Source: an optimization exercise on an open RTL-to-GDS flow (aim: a short achievable clock period and few clock cycles). Production flows keep margins and buffers that such runs may drop. RTL that was checked went through simulation tests only; none was proved equivalent to the original. No functional check of the RTL was part of runs 3 to 6. Power and IR drop assume default switching activity.

## design/flow/flow/run.sh

```bash
#!/bin/bash
set -euo pipefail
cd "$(dirname "$0")/.."
bash standard.sh \
  BUFFER_PORTS_ARGS="-buffer_cell sky130_fd_sc_hd__buf_4" \
  SETUP_SLACK_MARGIN=7.3 \
  ABC_CLOCK_PERIOD_IN_PS=2700 \
  finish > make_flow.log 2>&1
```

## design/flow/standard.sh

```bash
#!/bin/bash
# synth_recipe.tcl (not shown) runs the flow's synth.tcl, then flattens the netlist and writes it again
# the make line also repeats each setting of config.mk as NAME=value (left out here)
make -C /OpenROAD-flow-scripts/flow DESIGN_CONFIG=/design/flow/config.mk WORK_HOME=/design/flow/orfs CLKGATE_MAP_FILE= SYNTH_SCRIPT=/design/flow/synth_recipe.tcl "${@:-finish}"
```

## design/flow/config.mk

```make
export PLATFORM = sky130hd
export DESIGN_NAME = motion_search_top
export DESIGN_NICKNAME = motion_search_top
export VERILOG_FILES = /design/flow/design.v
export SDC_FILE = /design/flow/constraint.sdc
export NUM_CORES = 4
export LEC_CHECK = 0
export CAP_MARGIN = 20
export CORE_MARGIN = 2
export CORE_UTILIZATION = 40
export SLEW_MARGIN = 20
```

## design/flow/constraint.sdc

```tcl
create_clock -name core_clock -period 10.0 [get_ports {clk_i}]
set_input_delay 2.0000 -clock core_clock [delete_from_list [all_inputs] [get_ports {clk_i}]]
set_output_delay 2.0000 -clock core_clock [all_outputs]
set_load 0.01 [all_outputs]
```

## design/flow/design.v

```verilog
package sad_pkg;
  localparam int PixelWidth = 8;
  localparam int SadWidth   = 17;   
  localparam int SAddrWidth = 10;   
  localparam int RAddrWidth = 8;
  typedef logic [PixelWidth-1:0] pixel_t;
  typedef logic [SadWidth-1:0] sad_t;
  typedef logic [SAddrWidth-1:0] saddr_t;
  typedef logic [RAddrWidth-1:0] raddr_t;
endpackage
`timescale 1ns/1ns
module sad_scan_decode #(
  parameter int SImgSize = 19,
  parameter int RImgSize = 4
) (
  input  logic            clk_i,
  input  logic            rst_ni,
  input  logic            start_i,
  output logic            busy_o,
  output logic            finish_o,
  output sad_pkg::saddr_t smem_raddr_o,
  output sad_pkg::raddr_t ref_raddr_o,
  output logic [RImgSize*RImgSize-1:0] ref_wr_o,
  output logic            cand_o,
  output logic            cand_valid_o,
  output logic            cand_first_o,
  output sad_pkg::saddr_t cand_addr_o
);
  localparam int CandNum  = SImgSize - RImgSize + 1;             
  localparam int LastPix  = SImgSize * SImgSize - 1;             
  localparam int LastCand = (CandNum - 1) * (SImgSize + 1);      
  localparam int Lat      = (RImgSize - 1) * SImgSize + RImgSize + 3;   
  logic       accept;
  logic [4:0] cand_x;
  assign accept = start_i && !busy_o;
  assign ref_raddr_o = sad_pkg::RAddrWidth'(smem_raddr_o[3:0]);
  always_ff @(posedge clk_i) begin
    if (!rst_ni) begin
      busy_o       <= 1'b0;
      finish_o     <= 1'b0;
      smem_raddr_o <= '0;
      cand_o       <= 1'b0;
    end else begin
      finish_o <= cand_o && (cand_addr_o == sad_pkg::SAddrWidth'(LastCand));
      if (!busy_o) begin
        busy_o       <= start_i;
        smem_raddr_o <= sad_pkg::SAddrWidth'(start_i);
      end else begin
        if (finish_o) busy_o <= 1'b0;
        if (smem_raddr_o != '0 && smem_raddr_o != sad_pkg::SAddrWidth'(LastPix)) begin
          smem_raddr_o <= smem_raddr_o + 1'b1;
        end else begin
          smem_raddr_o <= '0;
        end
      end
      if (accept) begin
        cand_o <= 1'b0;
      end else if (busy_o && smem_raddr_o == sad_pkg::SAddrWidth'(Lat - 1)) begin
        cand_o <= 1'b1;
      end else if (cand_o && cand_addr_o == sad_pkg::SAddrWidth'(LastCand)) begin
        cand_o <= 1'b0;
      end
    end
  end
  always_ff @(posedge clk_i) begin
    if (accept) begin
      ref_wr_o    <= 1;
      cand_x      <= '0;
      cand_addr_o <= '0;
    end else begin
      ref_wr_o <= ref_wr_o << 1;
      if (cand_o) begin
        cand_addr_o <= cand_addr_o + 1'b1;
        cand_x      <= (cand_x == 5'(SImgSize - 1)) ? '0 : cand_x + 1'b1;
      end
    end
  end
  assign cand_valid_o = cand_x < 5'(CandNum);
  assign cand_first_o = cand_addr_o == '0;
endmodule
`timescale 1ns/1ns
module sad_pe_array #(
  parameter int SImgSize = 19,
  parameter int RImgSize = 4
) (
  input  logic            clk_i,
  input  logic [RImgSize*RImgSize-1:0] ref_wr_i,
  input  sad_pkg::pixel_t search_pix_i,
  input  sad_pkg::pixel_t ref_pix_i,
  output logic [11:0]     sad_o
);
  localparam int N      = RImgSize * RImgSize;
  localparam int SW     = 12;                     
  localparam int DlyLen = SImgSize - RImgSize;    
  sad_pkg::pixel_t ref_q [N];
  sad_pkg::pixel_t pix_q;
  sad_pkg::pixel_t diff_q [N];
  logic [SW-1:0]   acc_q [N];
  logic [SW-1:0]   dly_q [RImgSize-1][DlyLen];
  function automatic logic [7:0] abs_diff(input logic [7:0] a, input logic [7:0] b);
    abs_diff = (a > b) ? a - b : b - a;
  endfunction
  always_ff @(posedge clk_i) begin
    for (int j = 0; j < N; j++) begin
      if (ref_wr_i[j]) ref_q[j] <= ref_pix_i;
    end
    pix_q <= search_pix_i;
    for (int j = 0; j < N; j++) begin
      diff_q[j] <= abs_diff(pix_q, ref_q[j]);
    end
  end
  for (genvar ry = 0; ry < RImgSize; ry++) begin : g_row
    for (genvar rx = 0; rx < RImgSize; rx++) begin : g_col
      localparam int W = $clog2(255 * (RImgSize * ry + rx + 1) + 1);   
      logic [W-1:0] in_sum;
      if (rx > 0) begin : g_in
        assign in_sum = W'(acc_q[ry*RImgSize+rx-1]);
      end else if (ry > 0) begin : g_dly
        assign in_sum = W'(dly_q[ry-1][DlyLen-1]);
      end else begin : g_zero
        assign in_sum = '0;
      end
      always_ff @(posedge clk_i) begin
        acc_q[ry*RImgSize+rx] <= SW'(in_sum + W'(diff_q[ry*RImgSize+rx]));
      end
    end
    if (ry < RImgSize - 1) begin : g_line
      localparam int LW = $clog2(255 * (RImgSize * ry + RImgSize) + 1);
      always_ff @(posedge clk_i) begin
        dly_q[ry][0] <= SW'(LW'(acc_q[ry*RImgSize+RImgSize-1]));
        for (int i = 1; i < DlyLen; i++) dly_q[ry][i] <= dly_q[ry][i-1];
      end
    end
  end
  assign sad_o = acc_q[N-1];
endmodule
`timescale 1ns/1ns
module sad_min_select (
  input  logic            clk_i,
  input  logic            cand_i,
  input  logic            cand_valid_i,
  input  logic            cand_first_i,
  input  sad_pkg::saddr_t cand_addr_i,
  input  logic [11:0]     sad_i,
  output sad_pkg::sad_t   min_sad_o,
  output sad_pkg::saddr_t min_addr_o
);
  logic [11:0] min_q;
  always_ff @(posedge clk_i) begin
    if (cand_i && cand_valid_i && (cand_first_i || sad_i < min_q)) begin
      min_q      <= sad_i;
      min_addr_o <= cand_addr_i;
    end
  end
  assign min_sad_o = sad_pkg::SadWidth'(min_q);
endmodule
`timescale 1ns/1ns
module motion_search_top #(
  parameter int SImgSize = 19,
  parameter int RImgSize = 4,
  parameter int PeNum    = 8
) (
  input  logic   clk_i,
  input  logic   rst_ni,
  input  logic   start_i,
  input  sad_pkg::pixel_t smem_rdata_i,
  input  sad_pkg::pixel_t ref_rdata_i,
  output sad_pkg::saddr_t smem_raddr_o,
  output sad_pkg::raddr_t ref_raddr_o,
  output logic   busy_o,
  output logic   finish_o,
  output sad_pkg::sad_t   min_sad_o,
  output sad_pkg::saddr_t min_addr_o
);
  logic [RImgSize*RImgSize-1:0] ref_wr;
  logic            cand;
  logic            cand_valid;
  logic            cand_first;
  sad_pkg::saddr_t cand_addr;
  logic [11:0]     sad;
  sad_scan_decode #(
    .SImgSize(SImgSize),
    .RImgSize(RImgSize)
  ) i_decode (
    .clk_i       (clk_i),
    .rst_ni      (rst_ni),
    .start_i     (start_i),
    .busy_o      (busy_o),
    .finish_o    (finish_o),
    .smem_raddr_o(smem_raddr_o),
    .ref_raddr_o (ref_raddr_o),
    .ref_wr_o    (ref_wr),
    .cand_o      (cand),
    .cand_valid_o(cand_valid),
    .cand_first_o(cand_first),
    .cand_addr_o (cand_addr)
  );
  sad_pe_array #(
    .SImgSize(SImgSize),
    .RImgSize(RImgSize)
  ) i_execute (
    .clk_i       (clk_i),
    .ref_wr_i    (ref_wr),
    .search_pix_i(smem_rdata_i),
    .ref_pix_i   (ref_rdata_i),
    .sad_o       (sad)
  );
  sad_min_select i_result (
    .clk_i       (clk_i),
    .cand_i      (cand),
    .cand_valid_i(cand_valid),
    .cand_first_i(cand_first),
    .cand_addr_i (cand_addr),
    .sad_i       (sad),
    .min_sad_o   (min_sad_o),
    .min_addr_o  (min_addr_o)
  );
endmodule
```

==> impl_results.md, run 1 <==
* Final worst slack at 6720 ps
* PwrDens at 282 nW/µm²
* Core ar. at 95,200 µm²
* Hold WC Path Type: reg -> reg
* Nets@finish at 3,790
* Routability congestion estimate from global placement at 0.826
* Total Power at 12,500 µW
* DIE AREA at 98,600 µm²
* Main combinational cell family by area after synthesis: adder cells
* Min-delay src: i_execute.dly_q[4][2]
* Worst Setup End Kind: output pin
* CTS root buffer: clkbuf_16
* Fin. max-slew vios at 0
* Fin crit share at about a third
* Area Overhead vs Synth at 15.3%
* Post-Syn Instances at 3,207
* Reg2reg start: i_execute.pix_q[0]
* Maximum buffer depth of the clock tree at 3
* Post-synth top flop: dfxtp_1
* Residual DRC count at 0
* DIE HEIGHT at about 310 µm
* DRT antenna net count at 0
* I/O pin count at 66
* Critical path type: reg -> out
* Worst-Skew Late Latency at just under 700 ps
* Die Width at 314 µm
* Largest net degree at the start of global routing at 33
* Sequential cell area fraction in the yosys report at between 50% and 60%
* R2R cell count at 10
* Hpwl dp at approximately 49 mm
* CP top delay family: flip-flops
* Std cell rows at 113
* CP bufs+invs at 1
* Mux share of post-synthesis cell area at ~2.6%
* TNS Setup at 0 ps
* Crit path cell chain: buf_6
* Post-synth cell types at 70
* Status: timing/DRC/antenna clean
* Post-Syn Area at between 30,000 and 40,000 µm²
* CTS Hold Bufs at 0
* Crit path DAT at 1280 ps
* VDD IR max at 0.163 mV
* Slowest stage delay, CP at 450 ps
* Initial Util at 40.4%
* Layout cells sized above 1 at 11.0%
* First-pass GRT wire length at 117 mm
* Synth Area in Compound Gates at about an eighth
* Area share of xor/xnor cells in the synthesized design at 4.88%
* Fmax at 0.305 GHz
* Register bit count reported by yosys at 1,002
* CTS tree: built
* Vias per Instance at 4.79
* Initial antenna violation count at 2
* Worst Path Required at 8000 ps
* Drt first pass iters at 5
* CTS buffer count at 98
* RSZ-0062 raised after global routing: true
* Critical R2R Capture: i_execute.diff_q[0][7]
* Wirelength per Cell at around 16 µm
* Worst slew pin tran at 890 ps
* Initial detailed-routing violation count at between 1,500 and 2,000
* Routed WL at approximately 74 mm
* Min-Delay Endpoint: i_execute.dly_q[5][2]
* Post-placement worst setup slack at 6300 ps
* Port Buf Inserts at 56
* Area share of and/or/nand/nor cells after synthesis at between 6 and 7%
* CP startpoint kind: register
* Vias at 22,506
* H-tree depth at 3
* P_leak at 0.0190 µW
* Max-capacitance violation count at 0
* Post-synth EDFFs at 150
* Slowest cell on crit path: edfxtp_1
* Critical Path Fanout Max at 2
* Post-synthesis async set-or-reset flop share at 0%
* Vias in the first global route at about 22,000
* Mean Syn Cell Area at 12.0 µm²
* CTS clk-pin slew, worst paths at approximately 60 ps
* Gr ovfl total at 0
* Num Clock Sinks at 1,002
* Period minus WS final at 3280 ps
* Slew HR at 40.6%
* Final Hold Viols at 0
* Final setup viols at 0
* FF-to-FF setup slack at about 7400 ps
* Worst Skew at 37.7 ps
* Total GRT Usage at 15.0%
* WHS Path Cells at 0
* Ys Warns at 7
* Post-Synth Adder-Cell Area at 14.7%
==> cells in the mapped netlist, types with 11 or more instances <==
cell / instances / area (µm²)
o21a_1: 43 / 323
a311oi_1: 15 / 131
edfxtp_1: 150 / 4500
nand2b_1: 13 / 81.3
o211ai_1: 17 / 128
ha_1: 377 / 4720
nand2_1: 131 / 492
a211oi_1: 68 / 510
fa_1: 47 / 941
nand4_1: 33 / 206
nor3_1: 13 / 65.1
o21ai_0: 120 / 601
o31ai_1: 12 / 90.1
dfxtp_1: 852 / 17100
a21oi_1: 162 / 811
nand3_1: 19 / 95.1
nor2_1: 161 / 604
nand3b_1: 30 / 225
inv_1: 219 / 822
a31oi_1: 50 / 313
mux2i_1: 99 / 991
xor2_1: 109 / 955
xnor2_1: 105 / 920
and3_1: 11 / 68.8
a21boi_0: 12 / 90.1
a21o_1: 88 / 661
and2_1: 18 / 113
buf_4: 24 / 180
buf_2: 42 / 210
nor2b_1: 21 / 131
==> worst register-to-register path, delay by kind of cell, from the launching register on <==
| kind | cells | cell delay [ps] |
|---|---|---|
| adder cells (fa/ha/maj) | 2 | 610 |
| AO/OA/AOI/OAI | 2 | 500 |
| buffers and inverters | 3 | 360 |
| flip-flops | 1 | 340 |
| multiplexers | 1 | 270 |
| AND/OR/NAND/NOR | 1 | 230 |
| XOR/XNOR | 1 | 180 |
==> cells in the final DEF (no fill, tap or decap), drive strengths merged, types with 7 or more instances in the layout <==
cell,netlist,layout
a2111oi,7,7
a211oi,68,68
a21boi,12,12
a21o,91,91
a21oi,162,162
a311oi,15,15
a31oi,58,58
and2,18,18
and3,17,17
buf,71,106
bufinv,0,8
clkbuf,3,130
clkinv,0,27
clkinvlp,0,14
conb,1,9
dfxtp,852,852
edfxtp,150,150
fa,47,47
ha,377,377
inv,219,220
mux2i,99,99
nand2,131,131
nand2b,13,13
nand3,19,19
nand3b,30,30
nand4,33,33
nand4b,8,8
nor2,161,161
nor2b,21,21
nor3,13,13
o2111ai,8,8
o211ai,17,17
o21a,43,43
o21ai,129,129
o31ai,12,12
or2,8,8
xnor2,105,105
xor2,109,109
==> where the power goes <==
| part | internal (µW) | switching, µW |
|---|---|---|
| logic | 1220 | 1430 |
| registers | 5620 | 495 |
| clock network | 2150 | 1560 |
| total | 8990 | 3490 |
==> kinds of logic after synthesis <==
| logic type | Yosys count |
|---|---|
| DFF | 1002 |
| buffers and inverters | 293 |
| and+or+nand+nor | 499 |
| AOI/OAI and AO/OA | 675 |
| muxes | 99 |
| adders and majority gates | 424 |
| other | 1 |
| xor gates and xnor gates | 214 |
==> metal layers <==
layer  routed length (µm)  part of all wire (%)  track usage [%]
met2                34100                    46             24.8
met4                 1590                   2.1             4.50
met3                 3430                   4.6             2.43
met1                34800                    47             20.2
met5                    0                     0                0
==> metrics by stage <==
step                util [%]  hold WS [ps]  instances  instance area, µm²
floorplan                  -           310       3215               38700
global route            46.5           322       4692               44300
global placement        42.4           310       4472               40300
finish                  46.6           315       4695               44300
detailed placement      42.4           312       4474               40400
CTS                     46.4           323       4686               44200
==> how the worst max path moves through the flow <==
stage | slack [ps] | startpoint | end | cells past startpoint
after floorplan | 7100 | i_execute.pix_q[1] | i_execute.diff_q[3][2] | 7
after global placement | 6310 | start_i | i_decode.smem_raddr_o[0] | 5
after detailed placement | 6300 | start_i | i_decode.smem_raddr_o[0] | 5
after CTS | 6690 | i_result.min_q[1] | min_sad_o[1] | 1
after global routing | 6690 | i_result.min_q[1] | min_sad_o[1] | 1
final | 6720 | i_result.min_q[1] | min_sad_o[1] | 1
==> final cells by class <==
type / instances / area, µm²
Fill cell: 8577 / 50900
Sequential cell: 1002 / 21600
Multi-Input combinational cell: 1920 / 15900
Clock buffer: 130 / 2730
Tap cell: 1265 / 1580
Timing Repair Buffer: 106 / 1040
Inverter: 219 / 845
Clock inverter: 50 / 617
Antenna cell: 3 / 7.51
==> state kept, by name (all words and copies together), names as in the netlist, 10 cells and up <==
name and count:
i_decode.cand_addr_o 10, i_decode.ref_wr_o 16, i_decode.smem_raddr_o 10, i_execute.acc_q 177
i_execute.diff_q 128, i_execute.dly_q 495, i_execute.ref_q 128, i_result.min_addr_o 10
i_result.min_q 12
==> what timing repair did <==
item / 4_1_cts / 5_1_grt
pin swaps: 2 / 2
buffers inserted: 32 / 6
gates resized for setup: 65 / 14
endpoints found under the setup margin: 186 / 76
Testbench counts, summed over its fixed seeds: cycles 23,416.
==> run 2: changes to the inputs <==
==> design/flow/run.sh (new file) <==
#!/bin/bash
# synth_recipe.tcl (not shown) runs the flow's synth.tcl, then flattens the netlist and writes it again
# the make line also repeats each setting of config.mk as NAME=value (left out here)
make -C /OpenROAD-flow-scripts/flow DESIGN_CONFIG=/design/flow/config.mk WORK_HOME=/design/flow/orfs CLKGATE_MAP_FILE= SYNTH_SCRIPT=/design/flow/synth_recipe.tcl finish
removed: design/flow/flow/run.sh
removed: design/flow/standard.sh
==> run 2 against run 1 <==
Still clean on timing, DRC and antenna. Synthesized cell count unchanged. Count of clock-buffer cells in the layout decreased by 2. Critical path depth stayed put. Via count shrank 0.62%. Sequential power about the same. Worst setup slack worse by 420 ps. Critical path type unchanged. Largest cell class unchanged. Largest power group unchanged. Highest routed layer unchanged.
==> impl_results.md, run 2 <==
* Maximum buffer depth of the clock tree at 3
* Vias at 22,366
* CTS root buffer: clkbuf_16
* Total Power at 12,400 µW
* Commonest non-fill, non-tap cell in the layout: dfxtp_1
* Fin. max-slew vios at 0
* Std cell rows at 113
* Post-synthesis async set-or-reset flop share at 0%
* Min-delay src: i_execute.dly_q[13][6]
* Critical path type: reg -> out
* Top area cells in the synthesized netlist: dfxtp_1, ha_1, edfxtp_1
* Crit path cell chain: clkdlybuf4s50_1
* Mux share of post-synthesis cell area at about 2.6%
* Max layer used: met4
* Switching Fraction at 28.3%
* Routability congestion estimate from global placement at 0.863
* Worst Skew at ~26 ps
* Wirelength per Cell at about 16 µm
* FF-to-FF setup slack at 6580 ps
* Nets@finish at 3,754
* Residual DRC count at 0
* Ys Warns at 7
* Sequential cell area fraction in the yosys report at 56.1%
* Area Overhead vs Synth at 13.4%
* Total GRT Usage at 15.2%
* DIE HEIGHT at 314 µm
* CTS Hold Bufs at 0
* Cell taking the most area after synthesis: dfxtp_1
* CTS resizes at 0
* Die Width at between 300 and 400 µm
* WHS Path Cells at 0
* Vias in the first global route at between 20,000 and 25,000
* Final Hold Viols at 0
* Crit path DAT at approximately 1700 ps
* Cell Int Power at 8920 µW
* Register bit count reported by yosys at between 1,000 and 1,500
* Post-Syn Instances at 3,207
* Area share of and/or/nand/nor cells after synthesis at about 6.4%
* Synth top cells by count: dfxtp_1, ha_1, inv_1
* Worst-Skew Late Latency at 670 ps
* Post-synth top area share at 44.4%
* Post-Synth Adder-Cell Area at 14.7%
* CTS buffer count at 96
* Post-synth cell types at 70
* Slowest cell on crit path: clkdlybuf4s50_1
* First-pass GRT wire length at 118 mm
* Post-Syn Area at approximately 38,000 µm²
* Core ar. at 95,200 µm²
* Post-synth top flop: dfxtp_1
* Gr ovfl total at 0
* I/O pin count at between 60 and 70
* Met2 Wirelength at 34.5 mm
* Routed WL at 75.1 mm
* Largest register FFs at roughly 500
* Main combinational cell family by area after synthesis: adder cells
* Fillcell total at 8,722
* Most frequent cell after synthesis: dfxtp_1
* Max-capacitance violation count at 0
* Worst Path Required at 8000 ps
* Period minus WS final at 3700 ps
* P_leak at about 0.019 µW
* Slew HR at 24.6%
* Largest net degree at the start of global routing at 34
* Post-synth EDFFs at 150
* Most frequent cells in the layout: dfxtp_1, ha_1, inv_1
* TNS Setup at 0 ps
* M1 WL at ~36 mm
* DRT antenna net count at 0
* DIE AREA at 98,600 µm²
* PwrDens at ~290 nW/µm²
* Synth Area in Compound Gates at 12.0%
* CP startpoint kind: register
* Hpwl dp at about 51 mm
* Status: timing/DRC/antenna clean
* Critical Path Fanout Max at 7
* Min-Delay Endpoint: i_execute.dly_q[14][6]
* Post-CTS Setup Repair Bufs at 0
* Initial detailed-routing violation count at between 1,000 and 1,500
* Mean Syn Cell Area at 12.0 µm²
* CP top delay family: buffers and inverters
* Top Registers: i_execute.dly_q (495), i_execute.acc_q (177)
* Clock Power Share at between 20% and 30%
* # diodes at 0
* Share of power burned in registers at 49.3%
* R2R cell count at 9
* Switching pwr at roughly 3500 µW
* CTS clk-pin slew, worst paths at ~60 ps
* Num Clock Sinks at 1,002
* Drt first pass iters at 5
* Slowest stage delay, CP at slightly below 600 ps
* Hold WC Path Type: reg -> reg
* Vias per Instance at 4.80
* RSZ-0062 raised after global routing: false
* Met3 WL at between 2 and 3 mm
* Layout cells sized above 1 at 7.04%
* Initial antenna violation count at 0
* Port Buf Inserts at between 50 and 60
* Reg2reg start: i_execute.pix_q[1]
* CP bufs+invs at 1
* VDD IR max at 0.184 mV
* H-tree depth at 3
* Area share of xor/xnor cells in the synthesized design at 4.88%
* Fin crit share at 37.0%
* Fmax at 0.270 GHz
* Critical R2R Capture: i_execute.diff_q[11][5]
* Worst Setup End Kind: output pin
* Initial Util at approximately two fifths
* Combinational fraction of design power at a little over a fifth
* CTS tree: built
* Final setup viols at 0
* Largest reg by FF count: i_execute.dly_q
* Worst slew pin tran at 1130 ps
[run 2: changes by cell type in the layout (fill, tap and decap cells not counted), moves of 8 or more]
cell | before | now
clkinvlp_4 | 14 | 6
buf_4 | 61 | 15
nor2b_1 | 13 | 21
nor2b_2 | 8 | 0
dfxtp_4 | 13 | 0
clkdlybuf4s50_1 | 0 | 55
dfxtp_1 | 835 | 847
fa_2 | 16 | 0
buf_6 | 37 | 1
fa_1 | 31 | 47
[run 2: worst max-delay path by stage]
stage | cells past startpoint | startpoint | slack, ps | to
5_1_grt | 1 | i_decode.smem_raddr_o[5] | 6210 | smem_raddr_o[5]
3_3_place_gp | 5 | start_i | 6260 | i_decode.smem_raddr_o[0]
4_1_cts | 1 | i_decode.smem_raddr_o[0] | 6250 | ref_raddr_o[0]
2_1_floorplan | 7 | i_execute.pix_q[1] | 5930 | i_execute.diff_q[0][7]
3_5_place_dp | 1 | ref_rdata_i[2] | 6260 | i_execute.ref_q[9][2]
6_report | 1 | i_decode.smem_raddr_o[0] | 6300 | ref_raddr_o[0]
[run 2: through the flow]
step | hold WS [ps] | util (%) | cells | instance area (µm²) | setup WS [ps]
after floorplan | 310 | - | 3215 | 38500 | 5930
after global placement | 310 | 42.3 | 4477 | 40300 | 6260
after detailed placement | 312 | 42.3 | 4477 | 40300 | 6260
after CTS | 301 | 45.8 | 4657 | 43600 | 6250
after global routing | 312 | 45.8 | 4658 | 43600 | 6210
final | 308 | 45.8 | 4658 | 43600 | 6300
[run 2: power by group through the flow]
stage          registers, µW  clock network [µW]  logic (µW)
2_1_floorplan           6000                   0        2110
3_3_place_gp            6230                   0        2650
3_5_place_dp            6240                   0        2660
4_1_cts                 6180                3760        2690
5_1_grt                 6290                3920        3030
6_report                6140                3650        2650
[run 2: logic make-up (layout without fill, tap and decap cells)]
group | Yosys count | after routing
flops | 1002 | 1002
mux | 99 | 99
xor+xnor | 214 | 214
simple gates | 499 | 499
other cells | 1 | 9
buf+inv | 293 | 471
compound gates | 675 | 675
fa+ha+maj | 424 | 424
[run 2: final cells by class]
| class | instances | area (µm²) | area share (%) |
|---|---|---|---|
| multi-input combinational | 1920 | 15600 | 35.9 |
| clock inverter | 52 | 564 | 1.29 |
| tap | 1265 | 1580 | 3.63 |
| inverter | 219 | 822 | 1.89 |
| clock buffer | 128 | 2730 | 6.26 |
| sequential | 1002 | 21600 | 49.5 |
| timing repair buffer | 72 | 679 | 1.56 |
[run 2: layer usage]
layer	up-vias	GRT usage, %
met5	-	0
met3	121	2.21
met2	348	25.1
met1	10505	20.5
li1	11392	-
met4	0	4.93
==> run 3: changes to the inputs <==
--- a/design/flow/design.v
+++ b/design/flow/design.v
@@ -29,23 +29,27 @@
   localparam int CandNum  = SImgSize - RImgSize + 1;             
   localparam int LastPix  = SImgSize * SImgSize - 1;             
   localparam int LastCand = (CandNum - 1) * (SImgSize + 1);      
-  localparam int Lat      = (RImgSize - 1) * SImgSize + RImgSize + 3;   
+  localparam int Lat      = (RImgSize - 1) * SImgSize + RImgSize + 2;   
   logic       accept;
   logic [4:0] cand_x;
+  logic [3:0] ref_next;
+  assign ref_next = ref_raddr_o[3:0] + 1'b1;   
   assign accept = start_i && !busy_o;
-  assign ref_raddr_o = sad_pkg::RAddrWidth'(smem_raddr_o[3:0]);
   always_ff @(posedge clk_i) begin
     if (!rst_ni) begin
       busy_o       <= 1'b0;
       finish_o     <= 1'b0;
       smem_raddr_o <= '0;
+      ref_raddr_o  <= '0;
       cand_o       <= 1'b0;
     end else begin
       finish_o <= cand_o && (cand_addr_o == sad_pkg::SAddrWidth'(LastCand));
       if (!busy_o) begin
         busy_o       <= start_i;
         smem_raddr_o <= sad_pkg::SAddrWidth'(start_i);
+        ref_raddr_o  <= sad_pkg::RAddrWidth'(start_i);
       end else begin
+        if (ref_raddr_o != '0) ref_raddr_o <= sad_pkg::RAddrWidth'(ref_next);
         if (finish_o) busy_o <= 1'b0;
         if (smem_raddr_o != '0 && smem_raddr_o != sad_pkg::SAddrWidth'(LastPix)) begin
           smem_raddr_o <= smem_raddr_o + 1'b1;
@@ -94,7 +98,6 @@
   localparam int DlyLen = SImgSize - RImgSize;    
   sad_pkg::pixel_t ref_q [N];
   sad_pkg::pixel_t pix_q;
-  sad_pkg::pixel_t diff_q [N];
   logic [SW-1:0]   acc_q [N];
   logic [SW-1:0]   dly_q [RImgSize-1][DlyLen];
   function automatic logic [7:0] abs_diff(input logic [7:0] a, input logic [7:0] b);
@@ -105,9 +108,6 @@
       if (ref_wr_i[j]) ref_q[j] <= ref_pix_i;
     end
     pix_q <= search_pix_i;
-    for (int j = 0; j < N; j++) begin
-      diff_q[j] <= abs_diff(pix_q, ref_q[j]);
-    end
   end
   for (genvar ry = 0; ry < RImgSize; ry++) begin : g_row
     for (genvar rx = 0; rx < RImgSize; rx++) begin : g_col
@@ -121,7 +121,7 @@
         assign in_sum = '0;
       end
       always_ff @(posedge clk_i) begin
-        acc_q[ry*RImgSize+rx] <= SW'(in_sum + W'(diff_q[ry*RImgSize+rx]));
+        acc_q[ry*RImgSize+rx] <= SW'(in_sum + W'(abs_diff(pix_q, ref_q[ry*RImgSize+rx])));
       end
     end
     if (ry < RImgSize - 1) begin : g_line
@@ -145,14 +145,20 @@
   output sad_pkg::sad_t   min_sad_o,
   output sad_pkg::saddr_t min_addr_o
 );
-  logic [11:0] min_q;
-  always_ff @(posedge clk_i) begin
-    if (cand_i && cand_valid_i && (cand_first_i || sad_i < min_q)) begin
-      min_q      <= sad_i;
-      min_addr_o <= cand_addr_i;
-    end
-  end
-  assign min_sad_o = sad_pkg::SadWidth'(min_q);
+  logic [11:0]     min_q;
+  sad_pkg::saddr_t addr_q;
+  logic [11:0]     min_out_q;
+  logic            take;
+  assign take = cand_i && cand_valid_i && (cand_first_i || sad_i < min_q);
+  always_ff @(posedge clk_i) begin
+    if (take) begin
+      min_q  <= sad_i;
+      addr_q <= cand_addr_i;
+    end
+    min_out_q  <= take ? sad_i : min_q;
+    min_addr_o <= take ? cand_addr_i : addr_q;
+  end
+  assign min_sad_o = sad_pkg::SadWidth'(min_out_q);
 endmodule
 `timescale 1ns/1ns
 module motion_search_top #(
==> design/flow/flow/run.sh (new file) <==
#!/bin/bash
set -euo pipefail
cd "$(dirname "$0")/.."
bash standard.sh \
  BUFFER_PORTS_ARGS="-buffer_cell sky130_fd_sc_hd__buf_4" \
  SETUP_SLACK_MARGIN=7.3 \
  ABC_CLOCK_PERIOD_IN_PS=2700 \
  finish > make_flow.log 2>&1
==> design/flow/standard.sh (new file) <==
#!/bin/bash
# synth_recipe.tcl (not shown) runs the flow's synth.tcl, then flattens the netlist and writes it again
# the make line also repeats each setting of config.mk as NAME=value (left out here)
make -C /OpenROAD-flow-scripts/flow DESIGN_CONFIG=/design/flow/config.mk WORK_HOME=/design/flow/orfs CLKGATE_MAP_FILE= SYNTH_SCRIPT=/design/flow/synth_recipe.tcl "${@:-finish}"
--- a/design/flow/config.mk
+++ b/design/flow/config.mk
@@ -7,5 +7,7 @@
 export LEC_CHECK = 0
 export CAP_MARGIN = 20
 export CORE_MARGIN = 2
-export CORE_UTILIZATION = 40
+export CORE_UTILIZATION = 65
+export CTS_CLUSTER_DIAMETER = 100
+export CTS_CLUSTER_SIZE = 30
 export SLEW_MARGIN = 20
removed: design/flow/run.sh
==> run 3 against run 2 <==
Still clean. Sequential share of layout area fell by 6.1 points. Synthesized cell count down 4.8%. Cell count is 11% lower. Combinational power grew 74%. Hold slack gained 0.53 ps. Worst setup slack got worse by 98 ps. Register-to-register slack got worse by 380 ps. Non-clock buffer count is 306 higher. Critical path type is now reg -> reg.
==> impl_results.md, run 3 <==
* Status: timing/DRC/antenna clean
* Routed WL at slightly below 90 mm
* CTS clk-pin slew, worst paths at 120 ps
* Period minus WS final at 3800 ps
* Num Clock Sinks at 878
* Fin. max-slew vios at 0
* P_leak at 0.0189 µW
* DIE AREA at 56,700 µm²
* Fillcell total at 2,993
* TNS Setup at 0 ps
* Std cell rows at 85
* Critical path type: reg -> reg
* Hold WC Path Type: reg -> reg
* Most frequent cell after synthesis: dfxtp_1
* Slew HR at 51.0%
* Core ar. at 54,000 µm²
* Top Registers: i_execute.dly_q (495), i_execute.acc_q (177), i_execute.ref_q (128)
* Post-Syn Instances at 3,052
* Layout cells sized above 1 at between 20 and 30%
* Worst Skew at 29.0 ps
* Fin crit share at 38.0%
* VDD IR max at 0.247 mV
* H-tree depth at 2
* DIE HEIGHT at 238 µm
* I/O pin count at 66
* WHS Path Cells at 0
* Worst Setup End Kind: register
* Final Hold Viols at 0
* Nets@finish at 3,856
* Post-synth top area share at 40.9%
* Initial detailed-routing violation count at 1,673
* CTS root buffer: clkbuf_16
* CP startpoint kind: register
* Vias per Instance at slightly below 6
* Fmax at between 0.2 and 0.3 GHz
* Register bit count reported by yosys at approximately 880
* Gr ovfl total at 0
* RSZ-0062 raised after global routing: true
* Routability congestion estimate from global placement at 0.931
* Cell taking the most area after synthesis: dfxtp_1
* Die Width at 238 µm
* Crit path DAT at about 4300 ps
* Post-synth top flop: dfxtp_1
* CP top delay family: compound AO/OA/AOI/OAI gates
* Vias at about 24,000
* Max-capacitance violation count at 0
* Mean Syn Cell Area at 11.7 µm²
* Worst Path Required at ~11,000 ps
* Largest net degree at the start of global routing at 32
* Slowest stage delay, CP at 520 ps
* Largest register FFs at just under 500
* Final setup viols at 0
* Vias in the first global route at approximately 24,000
* Hpwl dp at about 53 mm
* Area Overhead vs Synth at 23.9%
* Maximum buffer depth of the clock tree at 3
* Slowest cell on crit path: dfxtp_4
* Post-synth EDFFs at 150
* Sequential cell area fraction in the yosys report at 53.6%
* Most frequent cells in the layout: dfxtp_1, ha_1, buf_4
* CP bufs+invs at 4
* Initial Util at between 60% and 70%
* CTS tree: built
* Drt first pass iters at 7
* Critical Path Fanout Max at 8
* Finished Core Util at ~82%
* Port Buf Inserts at 56
* Synth top cells by count: dfxtp_1, ha_1, inv_1
* Post-synth cell types at 72
* Wirelength per Cell at 21.6 µm
* First-pass GRT wire length at 130 mm
* Residual DRC count at 0
* Worst slew pin tran at 733 ps
* Initial antenna violation count at 1
* Commonest non-fill, non-tap cell in the layout: dfxtp_1
* Largest reg by FF count: i_execute.dly_q
* # diodes at 0
* Post-Syn Area at 35,600 µm²
* Total GRT Usage at 29.6%
* R2R cell count at 17
* Crit path cell chain: buf_6 > buf_12 > ha_4 > inv_1 > fa_2 > a21o_1 > a21oi_2 > o21a_1 > o22ai_2 > xor2_2 > ha_1 > buf_4 > a21oi_1 > o21ai_1 > a31oi_1 > nand2b_4 > xnor2_1
* Ys Warns at 6
* Non-filler cells, final at 4,129
* Critical path depth at 17
* CTS buffer count at 37
* Worst-Skew Late Latency at around 600 ps
* DRT antenna net count at 0
* Post-synthesis async set-or-reset flop share at 0%
* Top area cells in the synthesized netlist: dfxtp_1, ha_1, edfxtp_1
* PwrDens at roughly 270 nW/µm²
* Dpl cells at 3,751
[run 3: changes by cell type in the layout (fill, tap and decap cells not counted), moves of 45 or more]
cell,previous run,this run
a21oi_1,162,112
clkdlybuf4s50_1,55,0
buf_6,1,102
fa_2,0,45
dfxtp_1,847,704
a21oi_2,0,51
clkbuf_16,99,40
buf_4,15,253
ha_1,377,280
fa_1,47,2
ha_2,0,57
o21ai_0,120,40
[run 3: logic make-up (layout without fill, tap and decap cells)]
| logic type | count (synthesis) | count (layout) | synth area share, % |
|---|---|---|---|
| other | 1 | 9 | 0.0105 |
| and+or+nand+nor | 470 | 470 | 6.39 |
| AOI/OAI and AO/OA | 643 | 643 | 12.1 |
| adders and majority gates | 428 | 428 | 16.0 |
| buffers and inverters | 305 | 678 | 3.43 |
| muxes | 103 | 103 | 2.96 |
| DFF | 878 | 878 | 53.6 |
| xor gates and xnor gates | 224 | 224 | 5.51 |
[run 3: power by group]
part	switching (µW)	internal (µW)
Clock	1100	776
Sequential	595	5020
Combinational	2360	2270
Total	4050	8060
[run 3: what timing repair did]
action                                  4_1_cts  5_1_grt
gates resized for setup                     322      323
pin swaps                                   193      251
endpoints found under the setup margin      199      216
cloned                                        1        0
hold buffers                                  0        0
setup buffers                               193      121
[run 3: area by class of cell]
type                       count  area (µm²)  share of cell area (%)
timing repair inverter         1        16.3                  0.0369
multi-input combinational   1877       18500                    41.9
timing repair buffer         378        3510                    7.95
inverter                     236         918                    2.08
tap                          696         871                    1.97
sequential                   878       19200                    43.4
clock buffer                  56        1070                    2.43
clock inverter                 7        93.8                   0.213
[run 3: worst reg2reg max path, stage by stage, from the launching register on]
cell and delay, ps:
dfxtp_4 520, buf_6 160, buf_12 150, ha_4 150, inv_1 50, fa_2 370
a21o_1 180, a21oi_2 180, o21a_1 180, o22ai_2 110, xor2_2 190, ha_1 360
buf_4 170, a21oi_1 180, o21ai_1 160, a31oi_1 310, nand2b_4 190, xnor2_1 110
[run 3: worst paths after layout]
| check | slack [ps] | startpoint | end |
|---|---|---|---|
| max | 6200 | i_execute.pix_q[0] | i_execute.acc_q[8][9] |
| min | 310 | i_execute.dly_q[4][0] | i_execute.dly_q[5][0] |
| max reg2reg | 6200 | i_execute.pix_q[0] | i_execute.acc_q[8][9] |
| min reg2reg | 310 | i_execute.dly_q[4][0] | i_execute.dly_q[5][0] |
[run 3: stage by stage]
step                hold WS (ps)  cell area [µm²]  setup WS [ps]  power (µW)
finish                       308            44100           6200       12100
global route                 309            44100           6100       12700
CTS                          308            41600           6360       11100
detailed placement           312            37500           5510        8580
global placement             310            37500           5710        8420
floorplan                    310            36400           6240        7700
[run 3: routing by layer]
layer	wire length, µm	vias up	global-route usage [%]	part of all wire [%]
met4	3160	0	8.88	3.5
met2	42800	744	49.2	48
met1	38400	11716	40.5	43
met3	5000	174	3.94	5.6
met5	0	-	0	0
li1	-	11281	-	-
==> run 4: changes to the inputs <==
--- a/design/flow/config.mk
+++ b/design/flow/config.mk
@@ -7,7 +7,7 @@
 export LEC_CHECK = 0
 export CAP_MARGIN = 20
 export CORE_MARGIN = 2
-export CORE_UTILIZATION = 65
+export CORE_UTILIZATION = 40
 export CTS_CLUSTER_DIAMETER = 100
 export CTS_CLUSTER_SIZE = 30
 export SLEW_MARGIN = 20
==> run 4 against run 3 <==
Core utilization decreased by 32 points. Sequential power decreased by 2%. Clock skew up 3.2 ps. First-iteration DRC count shrank 25%. Highest routed layer unchanged.
==> impl_results.md, run 4 <==
* Hold WC Path Type: reg -> reg
* Critical Path Fanout Max at 8
* CTS root buffer: clkbuf_16
* Largest net degree at the start of global routing at 32
* Final Hold Viols at 0
* Synth Area in Compound Gates at 12.1%
* Sequential cell area fraction in the yosys report at 53.6%
* Crit path DAT at 4130 ps
* Wirelength per Cell at 17.3 µm
* Period minus WS final at 3600 ps
* Largest reg by FF count: i_execute.dly_q
* Vias at 22,644
* DIE HEIGHT at 302 µm
* Initial detailed-routing violation count at 1,247
* Worst Setup End Kind: register
* Synth top cells by count: dfxtp_1, ha_1, inv_1
* Post-synth top area share at 40.9%
* Fmax at 0.278 GHz
* Most frequent cells in the layout: dfxtp_1, ha_1, buf_4
* CTS tree: built
* Die Width at 302 µm
* Layout cells sized above 1 at about a quarter
* Post-Syn Area at between 30,000 and 40,000 µm²
* Largest register FFs at 495
* CP startpoint kind: register
* CTS clk-pin slew, worst paths at 110 ps
* Initial antenna violation count at 1
* Initial Util at 40.3%
* Register bit count reported by yosys at 878
* Post-synthesis async set-or-reset flop share at 0%
* PwrDens at 263 nW/µm²
* P_leak at 0.0187 µW
* Non-filler cells, final at 4,567
* Num Clock Sinks at 878
* Post-synth EDFFs at 150
* Post-synth top flop: dfxtp_1
* Ys Warns at 6
* I/O pin count at 66
* VDD IR max at 0.219 mV
* Main combinational cell family by area after synthesis: adder cells
* H-tree depth at 2
* Final setup viols at 0
* DIE AREA at 91,500 µm²
* Area share of xor/xnor cells in the synthesized design at 5.51%
* RSZ-0062 raised after global routing: true
* DRT antenna net count at 0
* Routed WL at around 80 mm
* Area Overhead vs Synth at 23.9%
* Core ar. at 88,400 µm²
* Top area cells in the synthesized netlist: dfxtp_1, ha_1, edfxtp_1
* Worst-Skew Late Latency at 610 ps
* TNS Setup at 0 ps
* Status: timing/DRC/antenna clean
* Max-capacitance violation count at 0
* Dpl cell area at 38,100 µm²
* Total GRT Usage at 16.4%
* Maximum buffer depth of the clock tree at 3
* Worst slew pin tran at slightly above 800 ps
* Nets@finish at 3,829
* Fillcell total at 7,755
* Gr ovfl total at 0
* Finished Core Util at roughly half
* Post-synth cell types at between 70 and 80
* Mux share of post-synthesis cell area at ~3%
* Commonest non-fill, non-tap cell in the layout: dfxtp_1
* Worst Path Required at 10,540 ps
* Port Buf Inserts at 56
* Worst Skew at 32.2 ps
* Most frequent cell after synthesis: dfxtp_1
* Drt first pass iters at 5
* CTS buffer count at 39
* Cell taking the most area after synthesis: dfxtp_1
* Vias per Instance at between 4 and 5
* Vias in the first global route at 21,645
* Mean Syn Cell Area at between 10 and 15 µm²
* Post-Synth Adder-Cell Area at around 16%
* CTS Hold Bufs at 0
* Fin. max-slew vios at 0
* Std cell rows at 109
* Routability congestion estimate from global placement at about 0.86
* Residual DRC count at 0
* Dpl cells at 4,223
* Final Cell Area at between 40,000 and 50,000 µm²
* Fin crit share at between 30% and 40%
* Area share of and/or/nand/nor cells after synthesis at 6.39%
* Slew HR at 44.5%
* First-pass GRT wire length at 118 mm
* Hpwl dp at 49.1 mm
* Critical path type: reg -> reg
* Post-Syn Instances at 3,052
* Top Registers: i_execute.dly_q (495), i_execute.acc_q (177), i_execute.ref_q (128)
==> run 4: cell counts after synthesis <==
Identical to the previous run, type by type.
==> run 4: power by group <==
group	switching [µW]	internal, µW
clock	1110	798
sequential	472	5010
combinational	2070	2110
total	3660	7930
==> run 4: path summary, 6_finish.rpt <==
kind                              start                endpoint  slack [ps]  cells past startpoint
setup / recovery     i_execute.pix_q[0]  i_execute.acc_q[9][11]        6400                     18
hold / removal    i_execute.acc_q[3][0]   i_execute.dly_q[0][0]         320                      0
setup reg to reg     i_execute.pix_q[0]  i_execute.acc_q[9][11]        6400                     18
hold reg to reg   i_execute.acc_q[3][0]   i_execute.dly_q[0][0]         320                      0
==> run 4: worst max-delay path, stage by stage, from the launching register on <==
cell and delay [ps]:
dfxtp_4 440, inv_12 130, buf_4 120, buf_6 80, ha_4 110, inv_1 50, fa_2 360, nand3_2 90
a21oi_2 70, o41ai_4 230, buf_6 190, buf_4 120, mux2i_1 200, xor2_1 110, ha_2 210, or4_4 430
o221a_4 240, o2111ai_2 180, xnor2_1 140
==> run 4: layer usage <==
layer	share of wire, %	routed length [µm]	vias up	track usage [%]
met4	2.4	1880	0	4.64
met3	4.2	3300	107	2.11
li1	-	-	11244	-
met5	0	0	-	0
met2	46	36500	380	26.7
met1	47	37400	10913	23.0
==> run 4: stage by stage <==
| stage | setup WS, ps | hold WS, ps | power, µW |
|---|---|---|---|
| final | 6400 | 320 | 11600 |
| after global routing | 6250 | 327 | 12300 |
| after CTS | 6410 | 324 | 11100 |
| after detailed placement | 5830 | 312 | 8480 |
| after global placement | 5900 | 310 | 8440 |
| after floorplan | 6240 | 310 | 7700 |
==> run 4: final cells by class <==
cell class              instances  area (µm²)  area share (%)
flip-flops and latches        878       19100            43.4
multi-input cells            1877       18000            40.9
repair buffers                349        3320            7.52
well taps                    1165        1460            3.30
clock buffers                  49        1070            2.42
inverters                     236         913            2.07
clock inverters                11         164           0.371
repair inverters                1        16.3          0.0369
diodes                          1        2.50         0.00567
==> run 4: kinds of logic after synthesis <==
| group | Yosys count |
|---|---|
| AO/OA/AOI/OAI | 643 |
| XOR/XNOR | 224 |
| adder cells (fa/ha/maj) | 428 |
| buffers and inverters | 305 |
| flip-flops | 878 |
| multiplexers | 103 |
| other | 1 |
| AND/OR/NAND/NOR | 470 |
==> run 4: repair_timing <==
item | 4_1_cts | 5_1_grt
pin swaps | 243 | 189
setup endpoints to repair | 211 | 218
resized for setup | 328 | 235
buffers inserted | 186 | 94
cloned | 1 | 2
==> run 5: changes to the inputs <==
--- a/design/flow/design.v
+++ b/design/flow/design.v
@@ -100,9 +100,6 @@
   sad_pkg::pixel_t pix_q;
   logic [SW-1:0]   acc_q [N];
   logic [SW-1:0]   dly_q [RImgSize-1][DlyLen];
-  function automatic logic [7:0] abs_diff(input logic [7:0] a, input logic [7:0] b);
-    abs_diff = (a > b) ? a - b : b - a;
-  endfunction
   always_ff @(posedge clk_i) begin
     for (int j = 0; j < N; j++) begin
       if (ref_wr_i[j]) ref_q[j] <= ref_pix_i;
@@ -120,8 +117,21 @@
       end else begin : g_zero
         assign in_sum = '0;
       end
+      logic [W-1:0] p_w, r_w, s_ge, c_ge, s_lt, c_lt, sum_ge, sum_lt;
+      logic         ge;
+      assign p_w    = W'(pix_q);
+      assign r_w    = W'(ref_q[ry*RImgSize+rx]);
+      assign s_ge   = in_sum ^ p_w ^ ~r_w;
+      assign c_ge   = {(in_sum[W-2:0] & p_w[W-2:0]) | (in_sum[W-2:0] & ~r_w[W-2:0]) |
+                       (p_w[W-2:0] & ~r_w[W-2:0]), 1'b1};
+      assign s_lt   = in_sum ^ r_w ^ ~p_w;
+      assign c_lt   = {(in_sum[W-2:0] & r_w[W-2:0]) | (in_sum[W-2:0] & ~p_w[W-2:0]) |
+                       (r_w[W-2:0] & ~p_w[W-2:0]), 1'b1};
+      assign sum_ge = s_ge + c_ge;
+      assign sum_lt = s_lt + c_lt;
+      assign ge     = pix_q >= ref_q[ry*RImgSize+rx];
       always_ff @(posedge clk_i) begin
-        acc_q[ry*RImgSize+rx] <= SW'(in_sum + W'(abs_diff(pix_q, ref_q[ry*RImgSize+rx])));
+        acc_q[ry*RImgSize+rx] <= SW'(ge ? sum_ge : sum_lt);
       end
     end
     if (ry < RImgSize - 1) begin : g_line
@@ -145,18 +155,22 @@
   output sad_pkg::sad_t   min_sad_o,
   output sad_pkg::saddr_t min_addr_o
 );
-  logic [11:0]     min_q;
+  logic [11:0] min_q;
+  logic [11:0] min_out_q;
+  logic        smaller;
+  logic        take;
+  assign smaller = cand_valid_i && (cand_first_i || sad_i < min_q);
+  assign take    = cand_i && smaller;
   sad_pkg::saddr_t addr_q;
-  logic [11:0]     min_out_q;
-  logic            take;
-  assign take = cand_i && cand_valid_i && (cand_first_i || sad_i < min_q);
   always_ff @(posedge clk_i) begin
     if (take) begin
       min_q  <= sad_i;
       addr_q <= cand_addr_i;
     end
-    min_out_q  <= take ? sad_i : min_q;
-    min_addr_o <= take ? cand_addr_i : addr_q;
+  end
+  always_ff @(posedge clk_i) begin
+    min_out_q  <= smaller ? sad_i : min_q;
+    min_addr_o <= smaller ? cand_addr_i : addr_q;
   end
   assign min_sad_o = sad_pkg::SadWidth'(min_out_q);
 endmodule
--- a/design/flow/config.mk
+++ b/design/flow/config.mk
@@ -8,6 +8,4 @@
 export CAP_MARGIN = 20
 export CORE_MARGIN = 2
 export CORE_UTILIZATION = 40
-export CTS_CLUSTER_DIAMETER = 100
-export CTS_CLUSTER_SIZE = 30
 export SLEW_MARGIN = 20
==> run 5 against run 4 <==
Critical path depth down 17. Synthesized area up 22%. Via count up 26%. Sequential power up 3%. Synthesized cell count up 31%. Clock skew up 58 ps. Highest routed layer unchanged. Sequential share of layout area down 8.0 points. Fmax up 13%. Final area up 26%. Non-clock buffer count up 73. Die area up 22%. Global-route usage up 2.0 points.
==> impl_results.md, run 5 <==
* Nets@finish at 5,225
* Routability congestion estimate from global placement at 0.831
* Vias at about 29,000
* CTS tree: built
* DIE HEIGHT at 334 µm
* R2R cell count at 14
* Post-synth top area share at 34.5%
* Post-Syn Area at ~44,000 µm²
* Worst Path Required at roughly 8000 ps
* Worst-Skew Late Latency at 730 ps
* Post-synth cell types at 75
* Post-Syn Instances at around 4,000
* DIE AREA at ~110,000 µm²
* Cell taking the most area after synthesis: dfxtp_1
* Mean Syn Cell Area at 10.9 µm²
* Max-capacitance violation count at 0
* CP top delay family: flip-flops
* Num Clock Sinks at 900
* Initial detailed-routing violation count at between 1,000 and 1,500
* TNS Setup at 0 ps
* H-tree depth at 3
* Sequential cell area fraction in the yosys report at 44.8%
* Core ar. at 108,000 µm²
* Std cell rows at 121
* Largest register FFs at 495
* Dpl cell area at 45,900 µm²
* Main combinational cell family by area after synthesis: adder cells
* Total Power at 19,600 µW
* Worst Skew at 89.9 ps
* Vias in the first global route at 29,240
* Critical path type: reg -> out
* Post-synth EDFFs at 150
* Slew HR at 43.9%
* Initial Util at between 40% and 50%
* Slowest cell on crit path: dfxtp_2
* Total GRT Usage at 18.4%
* Final setup viols at 0
* CP bufs+invs at 1
* Status: timing/DRC/antenna clean
* Initial antenna violation count at 4
* Post-placement worst setup slack at 5850 ps
* DRT antenna net count at 0
* Crit path DAT at approximately 1200 ps
* Fin crit share at 31.8%
* # diodes at 0
* Hold WC Path Type: reg -> reg
* CTS buffer count at 94
* Top Registers: i_execute.dly_q (495), i_execute.acc_q (177), i_execute.ref_q (128)
* Critical Path Fanout Max at 1
* Die Width at 334 µm
* Period minus WS final at 3180 ps
* WHS Path Cells at 0
* PwrDens at 353 nW/µm²
* Drt first pass iters at 5
* I/O pin count at 66
* Most frequent cells in the layout: dfxtp_1, inv_1, ha_1
* Register bit count reported by yosys at 900
* Mux share of post-synthesis cell area at 0.986%
* RSZ-0062 raised after global routing: true
* Hpwl dp at about 64 mm
* Crit path cell chain: buf_6
* Top area cells in the synthesized netlist: dfxtp_1, fa_1, ha_1
* Area share of xor/xnor cells in the synthesized design at 4.89%
* P_leak at 0.0251 µW
* Final worst slack at roughly 7000 ps
* Post-synth top flop: dfxtp_1
* Commonest non-fill, non-tap cell in the layout: dfxtp_1
* Dpl cells at approximately 5,500
* Worst Setup End Kind: output pin
* First-pass GRT wire length at 161 mm
* CTS root buffer: clkbuf_16
* Final Cell Area at ~55,000 µm²
* Area Overhead vs Synth at 27.2%
* Fmax at 0.315 GHz
* Slowest stage delay, CP at around 350 ps
* Layout cells sized above 1 at 25.4%
* Vias per Instance at 4.78
* Final Hold Viols at 0
* CP startpoint kind: register
* VDD IR max at 0.185 mV
* Synth Area in Compound Gates at about a tenth
* Fillcell total at 9,375
* Ys Warns at 6
* Non-filler cells, final at 5,982
* Post-Synth Adder-Cell Area at 25.3%
* Largest reg by FF count: i_execute.dly_q
* Gr ovfl total at 0
* Largest net degree at the start of global routing at 32
* Fin. max-slew vios at 0
* Maximum buffer depth of the clock tree at 3
* Post-synthesis async set-or-reset flop share at 0%
* Area share of and/or/nand/nor cells after synthesis at approximately 7%
* Routed WL at 104 mm
* Most frequent cell after synthesis: dfxtp_1
* Wirelength per Cell at 17.4 µm
* CTS clk-pin slew, worst paths at 60 ps
* Port Buf Inserts at 56
* Worst slew pin tran at 835 ps
* Synth top cells by count: dfxtp_1, inv_1, ha_1
* Critical path depth at 1
* Residual DRC count at 0
-- run 5: final timing paths --
path	startpoint	to	slack, ps
worst max-delay path	i_result.min_out_q[1]	min_sad_o[1]	6820
worst min-delay path	i_execute.dly_q[4][7]	i_execute.dly_q[5][7]	280
worst max register to register	i_execute.pix_q[1]	i_execute.acc_q[7][10]	6840
worst min register to register	i_execute.dly_q[4][7]	i_execute.dly_q[5][7]	280
-- run 5: cell type report --
type	count	area, µm²	share of cell area (%)
multi-input combinational	2359	23800	42.9
tap	1414	1770	3.19
clock buffer	133	2750	4.96
timing repair buffer	422	4310	7.79
clock inverter	41	470	0.849
inverter	713	2720	4.91
sequential	900	19600	35.4
-- run 5: per-layer routing --
layer,wire [µm],up-vias,track usage [%]
met2,49700,539,31.3
met4,2740,0,5.07
met5,0,-,0
met3,4860,186,2.70
met1,46700,13886,24.4
li1,-,13982,-
-- run 5: through the flow --
stage          hold slack, ps  util, %
5_1_grt                   275     51.1
3_3_place_gp              310     42.3
2_1_floorplan             310        -
4_1_cts                   271     49.3
6_report                  276     51.1
3_5_place_dp              312     42.3
-- run 5: timing repair --
action,CTS,global route
setup buffers,249,90
gates resized for setup,604,296
pin swaps,288,297
cloned,8,1
hold buffers,0,0
endpoints found under the setup margin,220,201
-- run 5: logic make-up (layout without fill, tap and decap cells) --
| kind of cell | after synthesis | count (layout) |
|---|---|---|
| compound gates | 726 | 726 |
| xor+xnor | 243 | 243 |
| fa+ha+maj | 716 | 716 |
| buf+inv | 749 | 1309 |
| flops | 900 | 900 |
| mux | 41 | 41 |
| other cells | 1 | 9 |
| simple gates | 623 | 624 |
-- run 5: report_power, final --
part           total [µW]  internal (µW)  switching [µW]
registers            5680           5220             456
logic               10300           4950            5390
clock network        3550           2040            1510
==> run 6: changes to the inputs <==
--- a/design/flow/config.mk
+++ b/design/flow/config.mk
@@ -8,4 +8,6 @@
 export CAP_MARGIN = 20
 export CORE_MARGIN = 2
 export CORE_UTILIZATION = 40
+export CTS_CLUSTER_DIAMETER = 100
+export CTS_CLUSTER_SIZE = 30
 export SLEW_MARGIN = 20
==> run 6 against run 5 <==
Still clean on timing, DRC and antenna. Power is 7.2% lower. Count of clock-buffer cells in the layout decreased by 77. Die area unchanged. Synthesized cell count is the same. First-iteration DRC count is 3.1% higher. Sequential cell count stayed put. Clock power shrank 41%. Hold slack gained 40 ps. Sequential power is essentially flat. Via count down 1.1%. Critical endpoint is now i_execute.acc_q[9][8].
==> impl_results.md, run 6 <==
* Status: timing/DRC/antenna clean
* Slowest stage delay, CP at 610 ps
* Worst Skew at 47.7 ps
* Critical Path Fanout Max at 4
* Cell taking the most area after synthesis: dfxtp_1
* Max-capacitance violation count at 0
* Routability congestion estimate from global placement at 0.831
* CP bufs+invs at 4
* RSZ-0062 raised after global routing: true
* Total GRT Usage at 18.1%
* Hold WC Path Type: reg -> reg
* Top Registers: i_execute.dly_q (495), i_execute.acc_q (177), i_execute.ref_q (128)
* Vias at 28,266
* CP startpoint kind: register
* Hpwl dp at between 60 and 70 mm
* Most frequent cells in the layout: dfxtp_1, inv_1, ha_1
* Switching pwr at 7100 µW
* Final setup viols at 0
* H-tree depth at 2
* Post-synth top flop: dfxtp_1
* Area Overhead vs Synth at 23.9%
* Num Clock Sinks at 900
* Die Width at 334 µm
* Top area cells in the synthesized netlist: dfxtp_1, fa_1, ha_1
* Vias per Instance at 4.80
* Clock Power Share at between 10% and 20%
* CTS buffer count at 41
* Final Hold Viols at 0
* Slew HR at 49.9%
* Synth top cells by count: dfxtp_1, inv_1, ha_1
* Critical path depth at 12
* Wirelength per Cell at 17.5 µm
* Cell Int Power at 11,100 µW
* Total Power at 18,200 µW
* Initial Util at 40.2%
* DIE HEIGHT at roughly 330 µm
* First-pass GRT wire length at about 160 mm
* VDD IR max at between 0.15 and 0.2 mV
* DRT antenna net count at 0
* Critical path type: reg -> reg
* Largest register FFs at slightly below 500
* I/O pin count at 66
* Post-synth EDFFs at 150
* Fin crit share at roughly a third
* Fin. max-slew vios at 0
* Post-Syn Instances at roughly 4,000
* TNS Setup at 0 ps
* Register bit count reported by yosys at 900
* Most frequent cell after synthesis: dfxtp_1
* Commonest non-fill, non-tap cell in the layout: dfxtp_1
* Residual DRC count at 0
* DIE AREA at 112,000 µm²
* Sequential cell area fraction in the yosys report at about 45%
* Post-synth top area share at approximately a third
* Combinational fraction of design power at a little under three fifths
* Initial detailed-routing violation count at 1,474
* Worst Setup End Kind: register
* CTS clk-pin slew, worst paths at 110 ps
* WHS Path Cells at 0
* Post-synth cell types at 75
* Maximum buffer depth of the clock tree at 3
* Nets@finish at 5,184
* Worst-Skew Late Latency at 670 ps
* Crit path DAT at 3730 ps
* Std cell rows at 121
* P_leak at 0.0244 µW
* Largest net degree at the start of global routing at 32
* Period minus WS final at 3170 ps
* PwrDens at about 340 nW/µm²
* Drt first pass iters at 5
* Share of power burned in registers at 31.2%
* Vias in the first global route at 28,678
* CTS tree: built
* Post-synthesis async set-or-reset flop share at 0%
* Crit path top cell by count: buf_6
* Mean Syn Cell Area at 10.9 µm²
* Gr ovfl total at 0
* Routed WL at 103 mm
* Layout cells sized above 1 at 24.5%
* Post-Syn Area at 43,500 µm²
* CP top delay family: adder cells
* Ys Warns at 6
* CTS root buffer: clkbuf_16
* Largest reg by FF count: i_execute.dly_q
* Slowest cell on crit path: fa_1
* Fmax at 0.316 GHz
* Worst Path Required at 10,560 ps
* Initial antenna violation count at 5
* Core ar. at 108,000 µm²
* Port Buf Inserts at 56
* Switching Fraction at 39.1%
* Crit path cell chain: buf_6 > buf_6 > buf_6 > fa_1 > inv_4 > fa_2 > a21o_1 > a31oi_4 > a21oi_2 > o21a_1 > or3_1 > a31o_2
* R2R cell count at 12
* Worst slew pin tran at 747 ps
==> run 6: cell counts after synthesis <==
No cell type changed its count.
==> run 6: worst paths after layout <==
check                                            from                    end  slack [ps]
worst min register to register  i_execute.dly_q[6][9]  i_execute.dly_q[7][9]         320
worst max register to register     i_execute.pix_q[1]  i_execute.acc_q[9][8]        6830
worst min-delay path            i_execute.dly_q[6][9]  i_execute.dly_q[7][9]         320
worst max-delay path               i_execute.pix_q[1]  i_execute.acc_q[9][8]        6830
==> run 6: kinds of logic after synthesis <==
kind of cell | synth area share (%)
other | 0.00861
multiplexers | 0.986
AO/OA/AOI/OAI | 10.4
AND/OR/NAND/NOR | 7.03
buffers and inverters | 6.55
adder cells (fa/ha/maj) | 25.3
flip-flops | 44.8
XOR/XNOR | 4.89
==> run 6: per-layer routing <==
metal / part of all wire, % / track usage (%) / routed length (µm) / vias up
li1: - / - / - / 13844
met4: 2.1 / 3.95 / 2180 / 0
met1: 46 / 24.9 / 47400 / 13833
met2: 48 / 30.8 / 49100 / 477
met3: 4.2 / 2.11 / 4380 / 112
met5: 0 / 0 / 0 / -
==> run 6: through the flow <==
| stage | cells | area, µm² | hold WS, ps | utilization (%) | setup slack (ps) |
|---|---|---|---|---|---|
| after floorplan | 4007 | 43700 | 310 | - | 6520 |
| after global placement | 5460 | 45900 | 310 | 42.3 | 5880 |
| after detailed placement | 5460 | 45900 | 312 | 42.3 | 5850 |
| after CTS | 5798 | 51900 | 316 | 47.8 | 6800 |
| after global routing | 5891 | 54000 | 330 | 49.8 | 6760 |
| final | 5892 | 54000 | 316 | 49.8 | 6830 |
==> run 6: power groups by stage <==
stage | registers, µW | clock network (µW) | logic (µW)
2_1_floorplan | 5570 | 0 | 6020
3_3_place_gp | 5750 | 0 | 7520
3_5_place_dp | 5770 | 0 | 7580
4_1_cts | 5690 | 2180 | 9180
5_1_grt | 5810 | 2300 | 11500
6_report | 5670 | 2110 | 10400
==> run 6: repair_timing <==
item,in CTS,in global routing
endpoints found under the setup margin,219,200
buffers inserted,258,90
pin swaps,258,316
hold buffers,0,0
cloned,9,3
resized for setup,604,328
==> run 6: worst reg2reg max path: stages, from the launching register on <==
cell and delay, ps:
dfxtp_4 390, buf_6 120, buf_6 120, buf_6 110, fa_1 610, inv_4 90
fa_2 360, a21o_1 210, a31oi_4 190, a21oi_2 90, o21a_1 210, or3_1 360
a31o_2 240
==> run 6: final cells by class <==
type	instances	area, µm²
Multi-Input combinational cell	2360	23900
Clock inverter	15	238
Timing Repair Buffer	433	4600
Tap cell	1414	1770
Inverter	713	2720
Fill cell	9530	54400
Antenna cell	1	2.50
Sequential cell	900	19600
Clock buffer	56	1160

[port drivers added, routing unchanged]
No port has a modelled driver above. Below, the same layouts with a new extraction and two added sets of constraints.
Step 1 (the two cells are an assumption about what drives the block):
set clk [get_ports {clk_i}]
set_driving_cell -lib_cell sky130_fd_sc_hd__clkbuf_16 $clk
set_driving_cell -lib_cell sky130_fd_sc_hd__buf_2 [delete_from_list [all_inputs] $clk]
Step 2, shift: input delay + t, output delay - t, t = (earliest + latest rising clock arrival at the registers) / 2. This alone moves slack from input paths to output paths.
a / b / c = no drivers / after step 1 / after step 2; a / b = the first two.
run	t, ns	setup slack, ns	hold slack, ns	latest minus earliest clock arrival (ns)
run 1	0.736	6.724 / 6.661 / 6.794	0.315 / 0.315 / 0.315	0.041 / 0.041
run 2	0.724	6.299 / 6.234 / 6.282	0.308 / 0.308 / 0.308	0.033 / 0.033
run 3	0.661	6.201 / 6.201 / 6.201	0.308 / 0.308 / 0.308	0.035 / 0.035
run 4	0.653	6.404 / 6.404 / 6.404	0.320 / 0.320 / 0.320	0.037 / 0.036
run 5	0.754	6.823 / 6.752 / 6.827	0.276 / 0.276 / 0.276	0.094 / 0.095
run 6	0.709	6.833 / 6.788 / 6.833	0.316 / 0.316 / 0.316	0.048 / 0.048
After both steps every run listed still meets setup and hold. For run 2, which loses most, drivers alone change the setup slack by -0.065 ns; drivers and shift together by -0.017 ns.
